This is an optimization exercise on Yosys and OpenROAD, whose aim is small area, not a production implementation.
Only simulation tests tie the RTL to the original design; equivalence was not proved.
Power and IR drop assume default switching activity.

==> flow/design.v <==
module conv_top (
    input  logic        clk,
    input  logic        reset,
    input  logic [7:0]  in_data,
    input  logic [3:0]  in_user,
    input  logic        in_valid,
    output logic        in_ready,
    output logic [20:0] out_data,
    output logic        out_valid,
    input  logic        out_ready
);
    localparam logic [2:0] S_IDLE  = 3'd0;
    localparam logic [2:0] S_LOADW = 3'd1;
    localparam logic [2:0] S_BIAS  = 3'd2;
    localparam logic [2:0] S_PIX   = 3'd3;
    localparam logic [2:0] S_SCAN  = 3'd4;
    logic [7:0]  pr [0:26];
    logic [7:0]  wr [0:15];
    logic [4:0]  age;       
    logic [3:0]  wslot;     
    logic [2:0]  st;
    logic        done;      
    logic [1:0]  km1;       
    logic [2:0]  row, col;
    logic [7:0]  bias;
    logic [19:0] acc;
    logic        ov;
    logic [5:0]  sc;        
    logic        take, a27, a1, needwin, start, scanning, ins_p, ins_w;
    logic        ring_match, in_match, wbit, m, neg, binj, shift, last_pix;
    logic [7:0]  p_op, w_op;
    logic [2:0]  pass;
    logic [19:0] addend;
    assign a27      = (age == 5'd27);
    assign a1       = (age == 5'd1);
    assign needwin  = (row >= {1'b0, km1}) && (col >= {1'b0, km1});
    assign last_pix = (row == 3'd7) && (col == 3'd7);
    assign pass     = sc[5:3];
    always_comb begin
        case (st)
            S_LOADW: in_ready = (wslot == {row[1:0], col[1:0]});
            S_BIAS:  in_ready = 1'b1;
            S_PIX:   in_ready = a27 && (!needwin || done);
            default: in_ready = 1'b0;
        endcase
    end
    assign take  = in_valid && in_ready;
    assign ins_p = take && (st == S_PIX);
    assign ins_w = take && (st == S_LOADW);
    assign start    = (st == S_PIX) && in_valid && needwin && !done && !ov && a27 && (acc == 20'd0);
    assign scanning = start || (st == S_SCAN);
    assign ring_match = (wslot[2:0] == {age[3], age[1:0]}) && !age[2] &&
                        (age[4:3] <= km1) && (age[1:0] <= km1);
    assign in_match   = (wslot[2:0] == 3'd0) && a1;
    assign w_op       = (wslot[3] == age[4]) ? wr[15] : wr[7];
    assign wbit       = w_op[3'd7 - pass];
    assign m          = scanning && (ring_match || in_match) && wbit;
    assign neg        = (pass == 3'd0);
    assign binj       = scanning && (pass == 3'd7) && (wslot[2:0] == 3'd0) && (age == 5'd26);
    assign shift      = scanning ? (a27 && (sc[2:0] == 3'd0) && (pass != 3'd0)) : !(ov || done);
    assign p_op   = in_match ? in_data : pr[26];
    assign addend = m ? 20'($signed(p_op ^ {8{neg}})) : (binj ? 20'($signed(bias)) : 20'd0);
    always_ff @(posedge clk) begin
        pr[0] <= ins_p ? in_data : pr[26];
        for (int i = 1; i < 27; i++) pr[i] <= pr[i-1];
        wr[0] <= ins_w ? in_data : wr[15];
        for (int i = 1; i < 16; i++) wr[i] <= wr[i-1];
    end
    always_ff @(posedge clk) begin
        acc <= (shift ? {acc[18:0], 1'b0} : acc) + addend + {19'd0, m && neg};
    end
    always_ff @(posedge clk) begin
        if (take && st == S_BIAS) bias <= in_data;
    end
    always_ff @(posedge clk) begin
        if (reset) begin
            st    <= S_IDLE;
            age   <= 5'd27;
            wslot <= 4'd0;
            sc    <= 6'd0;
            done  <= 1'b0;
            ov    <= 1'b0;
        end else begin
            age   <= (a1 || ins_p) ? 5'd27 : age - 5'd1;
            wslot <= wslot + 4'd1;
            if (ov && out_ready) ov <= 1'b0;
            if (scanning && a1) sc <= sc + 6'd1;
            case (st)
                S_IDLE: if (in_valid) begin
                    km1 <= in_user[1:0] - 2'd1;
                    row <= {1'b0, in_user[1:0] - 2'd1};
                    col <= {1'b0, in_user[1:0] - 2'd1};
                    st  <= S_LOADW;
                end
                S_LOADW: if (take) begin
                    if (col[1:0] == 2'd0) begin
                        col <= {1'b0, km1};
                        if (row[1:0] == 2'd0) st <= S_BIAS;
                        else row <= row - 3'd1;
                    end else begin
                        col <= col - 3'd1;
                    end
                end
                S_BIAS: if (take) begin
                    row  <= 3'd0;
                    col  <= 3'd0;
                    done <= 1'b0;
                    st   <= S_PIX;
                end
                S_PIX: begin
                    if (take) begin
                        done <= 1'b0;
                        if (done) ov <= 1'b1;
                        col  <= col + 3'd1;
                        if (col == 3'd7) row <= row + 3'd1;
                        if (last_pix) st <= S_IDLE;
                    end else if (start) begin
                        st <= S_SCAN;
                    end
                end
                S_SCAN: if (a1 && sc == 6'd63) begin
                    st   <= S_PIX;
                    done <= 1'b1;
                end
                default: st <= S_IDLE;
            endcase
        end
    end
    assign out_data  = {acc[19], acc};
    assign out_valid = ov;
endmodule
==> flow/config.mk <==
export PLATFORM = sky130hd
export DESIGN_NAME = conv_top
export DESIGN_NICKNAME = conv_top
export VERILOG_FILES = /design/flow/design.v
export SDC_FILE = /design/flow/constraint.sdc
export NUM_CORES = 4
export LEC_CHECK = 0
export CAP_MARGIN = 20
export CORE_MARGIN = 2
export CORE_UTILIZATION = 40
export CTS_BUF_LIST = sky130_fd_sc_hd__clkbuf_4
export CTS_CLUSTER_DIAMETER = 40
export CTS_CLUSTER_SIZE = 12
export SLEW_MARGIN = 20
==> flow/constraint.sdc <==
create_clock -name core_clock -period 9.0 [get_ports {clk}]
set_input_delay 1.8000 -clock core_clock [delete_from_list [all_inputs] [get_ports {clk}]]
set_output_delay 1.8000 -clock core_clock [all_outputs]
set_load 0.01 [all_outputs]
standard.sh (not shown) runs the stock make flow with config.mk's settings and CLKGATE_MAP_FILE= SYNTH_SCRIPT=/design/flow/synth_recipe.tcl, a recipe that flattens the netlist after the stock synthesis.
==> flow/flow/run.sh <==
#!/bin/bash
# The standard layout (standard.sh, the standard flow's own ORFS run), with two changes:
#  - port buffers use the smallest buffer cell instead of the flow's default pick
#  - clock tree synthesis does not add dummy loads
# Every tool's full output goes to a log file in the work folder.
set -euo pipefail
export BUFFER_PORTS_ARGS="-inputs -outputs -buffer_cell sky130_fd_sc_hd__buf_1"
export CTS_ARGS="-sink_clustering_enable -repair_clock_nets -dont_use_dummy_load -buf_list sky130_fd_sc_hd__clkbuf_8 -sink_clustering_size 20 -sink_clustering_max_diameter 50"
bash standard.sh finish > flow.log 2>&1
The starting point completed without violations.
Then changed:
==> flow/run.sh (new file) <==
#!/bin/bash
# synth_recipe.tcl (not shown) runs the flow's synth.tcl, then flattens the netlist and writes it again
# the make line also repeats each setting of config.mk as NAME=value (left out here)
make -C /OpenROAD-flow-scripts/flow DESIGN_CONFIG=/design/flow/config.mk WORK_HOME=/design/flow/orfs CLKGATE_MAP_FILE= SYNTH_SCRIPT=/design/flow/synth_recipe.tcl finish
CORE_UTILIZATION = 65   (was 40)
removed: flow/flow/run.sh
removed: flow/standard.sh
Effect:
- flip-flop and latch count stays the same
- utilization goes up by 30 points
- worst hold slack gets better by 0.059 ns
- power climbs by 4.1%
- fmax came out lower by 3.7%
- routed wire length is higher by 9.8%
- combinational power grows by about 7%
- via count grows by 5.6%
- count of clock-buffer cells in the layout came out higher by 17
- sequential share of layout area falls by 0.75 points
- clock power came out higher by 13%
Then changed:
CORE_UTILIZATION = 40   (was 65)
Outcome:
- The changed run completed without violations
- hold slack loses 0.0072 ns
- setup slack gets better by 0.071 ns
- final cell count is higher by about a fifth
- sequential power stays flat
- utilization shrinks by 29 points
Then changed:
==> flow/flow/run.sh (new file) <==
#!/bin/bash
# The standard layout (standard.sh, the standard flow's own ORFS run), with two changes:
#  - port buffers use the smallest buffer cell instead of the flow's default pick
#  - clock tree synthesis does not add dummy loads
# Every tool's full output goes to a log file in the work folder.
set -euo pipefail
export BUFFER_PORTS_ARGS="-inputs -outputs -buffer_cell sky130_fd_sc_hd__buf_1"
export CTS_ARGS="-sink_clustering_enable -repair_clock_nets -dont_use_dummy_load -buf_list sky130_fd_sc_hd__clkbuf_4 -sink_clustering_size 12 -sink_clustering_max_diameter 40"
bash standard.sh finish > flow.log 2>&1
==> flow/standard.sh (new file) <==
#!/bin/bash
# synth_recipe.tcl (not shown) runs the flow's synth.tcl, then flattens the netlist and writes it again
# the make line also repeats each setting of config.mk as NAME=value (left out here)
make -C /OpenROAD-flow-scripts/flow DESIGN_CONFIG=/design/flow/config.mk WORK_HOME=/design/flow/orfs CLKGATE_MAP_FILE= SYNTH_SCRIPT=/design/flow/synth_recipe.tcl "${@:-finish}"
removed: flow/run.sh
Synthesized area is unchanged.
Wire length falls by 1.8%.
Die area stays the same.
Design area decreases by 2.8%.
Global-route usage falls by 0.18 points.
Setup slack gets better by 0.20 ns.
Sequential share of layout area came out higher by 1.9 points.
Clock-buffer cell count decreases by 6.
Worst hold slack got worse by 0.059 ns.
Then changed:
==> flow/run.sh (new file) <==
#!/bin/bash
# synth_recipe.tcl (not shown) runs the flow's synth.tcl, then flattens the netlist and writes it again
# the make line also repeats each setting of config.mk as NAME=value (left out here)
make -C /OpenROAD-flow-scripts/flow DESIGN_CONFIG=/design/flow/config.mk WORK_HOME=/design/flow/orfs CLKGATE_MAP_FILE= SYNTH_SCRIPT=/design/flow/synth_recipe.tcl finish
CTS_BUF_LIST = sky130_fd_sc_hd__clkbuf_8   (was sky130_fd_sc_hd__clkbuf_4)
CTS_CLUSTER_DIAMETER = 60   (was 40)
CTS_CLUSTER_SIZE = 24   (was 12)
removed: flow/flow/run.sh
removed: flow/standard.sh
- combinational power grows by about 6%
- worst hold slack improved by 0.055 ns
- clock power grows by 22%
- utilization grows by 1.5 points
- final area grows by 3.4%
- power grows by 6.0%
- final cell count shrinks by 0.48%
- via count shrinks by 2.5%
- area after synthesis is unchanged


## run 1
conv_top, a different RTL version from the one above (not shown whole).
Size in the first run: about 700 cells after synthesis, about 400 flip-flops, roughly 39 I/O pins, roughly 11000 um^2 of cells after synthesis.
export LEC_CHECK = 0
export CAP_MARGIN = 20
export CORE_MARGIN = 2
export CORE_UTILIZATION = 40
export CTS_BUF_LIST = sky130_fd_sc_hd__clkbuf_4
export CTS_CLUSTER_DIAMETER = 40
export CTS_CLUSTER_SIZE = 12
export SLEW_MARGIN = 20
create_clock -name core_clock -period 9.0 [get_ports {clk}]
==> flow/flow/run.sh <==
#!/bin/bash
# The standard layout (standard.sh, the standard flow's own ORFS run), with two changes:
#  - port buffers use the smallest buffer cell instead of the flow's default pick
#  - clock tree synthesis does not add dummy loads
# Every tool's full output goes to a log file in the work folder.
set -euo pipefail
export BUFFER_PORTS_ARGS="-inputs -outputs -buffer_cell sky130_fd_sc_hd__buf_1"
export CTS_ARGS="-sink_clustering_enable -repair_clock_nets -dont_use_dummy_load -buf_list \"sky130_fd_sc_hd__clkbuf_4 sky130_fd_sc_hd__clkbuf_8\" -sink_clustering_buffer sky130_fd_sc_hd__clkbuf_8 -sink_clustering_size 20 -sink_clustering_max_diameter 40"
bash standard.sh finish > flow.log 2>&1
Setup changes, run 1 to run 2
==> flow/flow/run.sh <==
#!/bin/bash
# The standard layout (standard.sh, the standard flow's own ORFS run), with two changes:
#  - port buffers use the smallest buffer cell instead of the flow's default pick
#  - clock tree synthesis does not add dummy loads
# Every tool's full output goes to a log file in the work folder.
set -euo pipefail
export BUFFER_PORTS_ARGS="-inputs -outputs -buffer_cell sky130_fd_sc_hd__buf_1"
export CTS_ARGS="-sink_clustering_enable -repair_clock_nets -dont_use_dummy_load -buf_list sky130_fd_sc_hd__clkbuf_4 -sink_clustering_size 12 -sink_clustering_max_diameter 40"
bash standard.sh finish > flow.log 2>&1
Findings:
- As far as xor/xnor share of the synthesized area goes, run 2 and run 1 are indistinguishable; the numbers are identical.
- [run 2 vs run 1] final critical delay including setup and external delays: lower in run 2
- Run 2 ran to completion and came out clean on the timing, design-rule and antenna checks.
- On total wire length, run 1 tracks run 2 almost exactly.
- Between run 2 and run 1, the difference in number of buffers inserted by port buffering is negligible.
- Run 2 vs run 1: post-route cell area down slightly
- From run 1 to run 2 the numbers moved as follows: setup slack after layout went up 0.084 ns; clock skew went up 0.022 ns; internal power went down 0.00014 W; power went down about 5%; utilization went down 0.66 points.
- Looking at average wire per cell in the routed design, run 2 sits about 0.5% below run 1.
diff inputs: run 2 => run 3
- removing CTS_CLUSTER_SIZE (formerly 12)
- removing CTS_BUF_LIST (formerly sky130_fd_sc_hd__clkbuf_4)
- changing CORE_UTILIZATION from 40 to 50
- setting PLACE_DENSITY to 0.9 for the first time
- removing CTS_CLUSTER_DIAMETER (formerly 40)
Notes after the runs:
When the final numbers for run 2 and run 3 were put side by side, the final routed wirelength across all metal layers turned out to be greater in run 2.
[compare] base=run 2 new=run 3: average wire per cell in the routed design shows an increase of about 4%; non-clock buffer count saw a decrease.
Run 3 ended up with met2 as its busiest layer in global routing; run 2 ended up with met1.


== run a ==
Another version of the RTL of conv_top (not shown whole).
For scale: roughly 780 cells after synthesis, roughly 0.011 mm² of cells after synthesis.
==> flow/design.v (excerpt) <==
module conv_top (
    input  logic        clk,
    input  logic        reset,
    input  logic [7:0]  in_data,
    input  logic [3:0]  in_user,
    input  logic        in_valid,
    output logic        in_ready,
    output logic [20:0] out_data,
    output logic        out_valid,
    input  logic        out_ready
);
Settings: LEC_CHECK=0, CAP_MARGIN=20, CORE_MARGIN=2, CORE_UTILIZATION=40, CTS_BUF_LIST=sky130_fd_sc_hd__clkbuf_4, CTS_CLUSTER_DIAMETER=40, CTS_CLUSTER_SIZE=12, SLEW_MARGIN=20; clock period 9.0 ns.
==> flow/flow/run.sh <==
#!/bin/bash
# The standard layout (standard.sh, the standard flow's own ORFS run), with two changes:
#  - port buffers use the smallest buffer cell instead of the flow's default pick
#  - clock tree synthesis does not add dummy loads
# Every tool's full output goes to a log file in the work folder.
set -euo pipefail
export BUFFER_PORTS_ARGS="-inputs -outputs -buffer_cell sky130_fd_sc_hd__buf_1"
export CTS_ARGS="-sink_clustering_enable -repair_clock_nets -dont_use_dummy_load -buf_list sky130_fd_sc_hd__clkbuf_2 -sink_clustering_size 6 -sink_clustering_max_diameter 25"
bash standard.sh finish > flow.log 2>&1
Run a: no failed stages, no open violations at the end
Input changes introduced in run b (baseline for comparison: run a):
==> flow/flow/run.sh <==
#!/bin/bash
# The standard layout (standard.sh, the standard flow's own ORFS run), with two changes:
#  - port buffers use the smallest buffer cell instead of the flow's default pick
#  - clock tree synthesis does not add dummy loads
# Every tool's full output goes to a log file in the work folder.
set -euo pipefail
export BUFFER_PORTS_ARGS="-inputs -outputs -buffer_cell sky130_fd_sc_hd__buf_1"
export CTS_ARGS="-sink_clustering_enable -repair_clock_nets -dont_use_dummy_load -buf_list sky130_fd_sc_hd__clkbuf_4 -sink_clustering_size 12 -sink_clustering_max_diameter 40"
bash standard.sh finish > flow.log 2>&1
### Flow results
Register share of the cell area (lower): run a. Compare run b and run a | share of the clock period used by the worst path lower: run b. Minimum period implied by the final worst setup slack improves in run b relative to run a. Max combinational fraction of design power across run b and run a: run b. Final cell count went down by a few percent going from run a to run b. Maximum vdd drop (lower): run a. Run b against run a: clock transition at the registers of the reported paths held, H-tree level count shrank by 1, die extent in y neither gained nor lost much.


== branch amber ==
conv_top with an RTL version that a note above also has.
Size in the first run: about 400 flip-flops, roughly 39 I/O pins, about 0.011 mm^2 of cells after synthesis.
clock: 9.0 ns
lec_check: 0
cap_margin: 20
core_margin: 2
core_utilization: 40
cts_buf_list: sky130_fd_sc_hd__clkbuf_4
cts_cluster_diameter: 40
cts_cluster_size: 12
slew_margin: 20
==> flow/flow/run.sh <==
#!/bin/bash
# The standard layout (standard.sh, the standard flow's own ORFS run), with two changes:
#  - port buffers use the smallest buffer cell instead of the flow's default pick
#  - clock tree synthesis does not add dummy loads
# Every tool's full output goes to a log file in the work folder.
set -euo pipefail
export BUFFER_PORTS_ARGS="-inputs -outputs -buffer_cell sky130_fd_sc_hd__buf_1"
export CTS_ARGS="-sink_clustering_enable -repair_clock_nets -dont_use_dummy_load -buf_list sky130_fd_sc_hd__clkbuf_4 -sink_clustering_size 12 -sink_clustering_max_diameter 40 -root_buf sky130_fd_sc_hd__clkbuf_8"
bash standard.sh finish > flow.log 2>&1
Here is what was changed in the inputs of branch harbor compared with branch amber.
Settings: CTS_CLUSTER_DIAMETER removed (was 40); PLACE_DENSITY newly set to 0.8; CTS_CLUSTER_SIZE removed (was 12); CTS_BUF_LIST removed (was sky130_fd_sc_hd__clkbuf_4).
diff --git a/flow/flow/run.sh b/flow/flow/run.sh
--- a/flow/flow/run.sh
+++ b/flow/flow/run.sh
@@ -7,3 +7,3 @@
 export BUFFER_PORTS_ARGS="-inputs -outputs -buffer_cell sky130_fd_sc_hd__buf_1"
-export CTS_ARGS="-sink_clustering_enable -repair_clock_nets -dont_use_dummy_load -buf_list sky130_fd_sc_hd__clkbuf_4 -sink_clustering_size 12 -sink_clustering_max_diameter 40 -root_buf sky130_fd_sc_hd__clkbuf_8"
+export CTS_ARGS="-sink_clustering_enable -repair_clock_nets -dont_use_dummy_load -buf_list sky130_fd_sc_hd__clkbuf_4 -sink_clustering_size 12 -sink_clustering_max_diameter 40"
 bash standard.sh finish > flow.log 2>&1
[summary]
Summary of branch harbor over branch amber: sequential group share of total power grew by 0.6 points; first-pass GRT wire length essentially unchanged.
met2 demand-to-capacity share in global routing was higher in branch harbor than in branch amber.
What branch harbor reported for non-clock buffer total of the final layout has to be multiplied by 1.05 to get the figure for branch amber.
In the final reports, the cell area of branch harbor is smaller than that of branch amber.
Compared branch harbor against branch amber; combinational power within noise.
Between branch harbor and branch amber, the difference in routed wire length is negligible.
Run comparison: branch harbor layer carrying the most global-route usage met2; branch amber layer carrying the most global-route usage met1
Number of vias per cell after detailed routing for branch harbor: 2.0% up relative to branch amber
For portion of total power attributed to combinational logic, branch harbor and branch amber come out practically identical.
From branch amber to branch harbor the numbers moved as follows: register share of the cell area shows an increase of 0.25 points, worst setup slack shows an increase of 0.072 ns.

==> afterwards: timing with drivers on the ports <==
The flow's constraints put no driver on any port. The routed layouts listed below were extracted and timed again, unchanged, in two steps.
Step 1, drivers: a clkbuf_16 drives clk and a buf_2 each remaining input, both assumed.
Step 2, shift: input delay + t, output delay - t, t = (earliest + latest rising clock arrival at the registers) / 2. This alone moves slack from input paths to output paths.
Slacks: ideal / step 1 / step 2; pairs: ideal / step 1.
| run | t, ns | setup WS [ns] | hold slack, ns | clock arrival spread, ns |
|---|---|---|---|---|
| the first run of note 1 | 0.602 | 3.181 / 3.192 / 2.591 | 0.263 / 0.263 / 0.263 | 0.092 / 0.091 |
| the second run of note 1 | 0.690 | 2.955 / 2.969 / 2.279 | 0.323 / 0.323 / 0.323 | 0.036 / 0.036 |
| the third run of note 1 | 0.690 | 3.026 / 3.045 / 2.356 | 0.315 / 0.315 / 0.315 | 0.041 / 0.041 |
| the fourth run of note 1 | 0.658 | 3.223 / 3.241 / 2.583 | 0.256 / 0.256 / 0.256 | 0.098 / 0.097 |
| the fifth run of note 1 | 0.603 | 2.980 / 2.998 / 2.396 | 0.312 / 0.312 / 0.312 | 0.037 / 0.037 |
| run 1 | 0.551 | 1.978 / 1.994 / 1.443 | 0.257 / 0.257 / 0.257 | 0.084 / 0.084 |
| run 2 | 0.644 | 2.061 / 2.079 / 1.435 | 0.289 / 0.289 / 0.289 | 0.086 / 0.086 |
| run 3 | 0.641 | 2.139 / 2.151 / 1.510 | 0.271 / 0.271 / 0.271 | 0.112 / 0.111 |
| run a | 0.820 | 1.745 / 1.745 / 1.141 | 0.213 / 0.213 / 0.213 | 0.166 / 0.165 |
| run b | 0.647 | 1.900 / 1.910 / 1.262 | 0.272 / 0.272 / 0.272 | 0.107 / 0.107 |
| branch amber | 0.538 | 1.973 / 1.988 / 1.450 | 0.289 / 0.289 / 0.289 | 0.071 / 0.071 |
| branch harbor | 0.672 | 2.045 / 2.063 / 1.391 | 0.266 / 0.266 / 0.266 | 0.103 / 0.104 |
After both steps setup and hold are still met in every run listed. For the second run of note 1, which loses most, drivers alone change the setup slack by +0.014 ns; drivers and shift together by -0.676 ns.
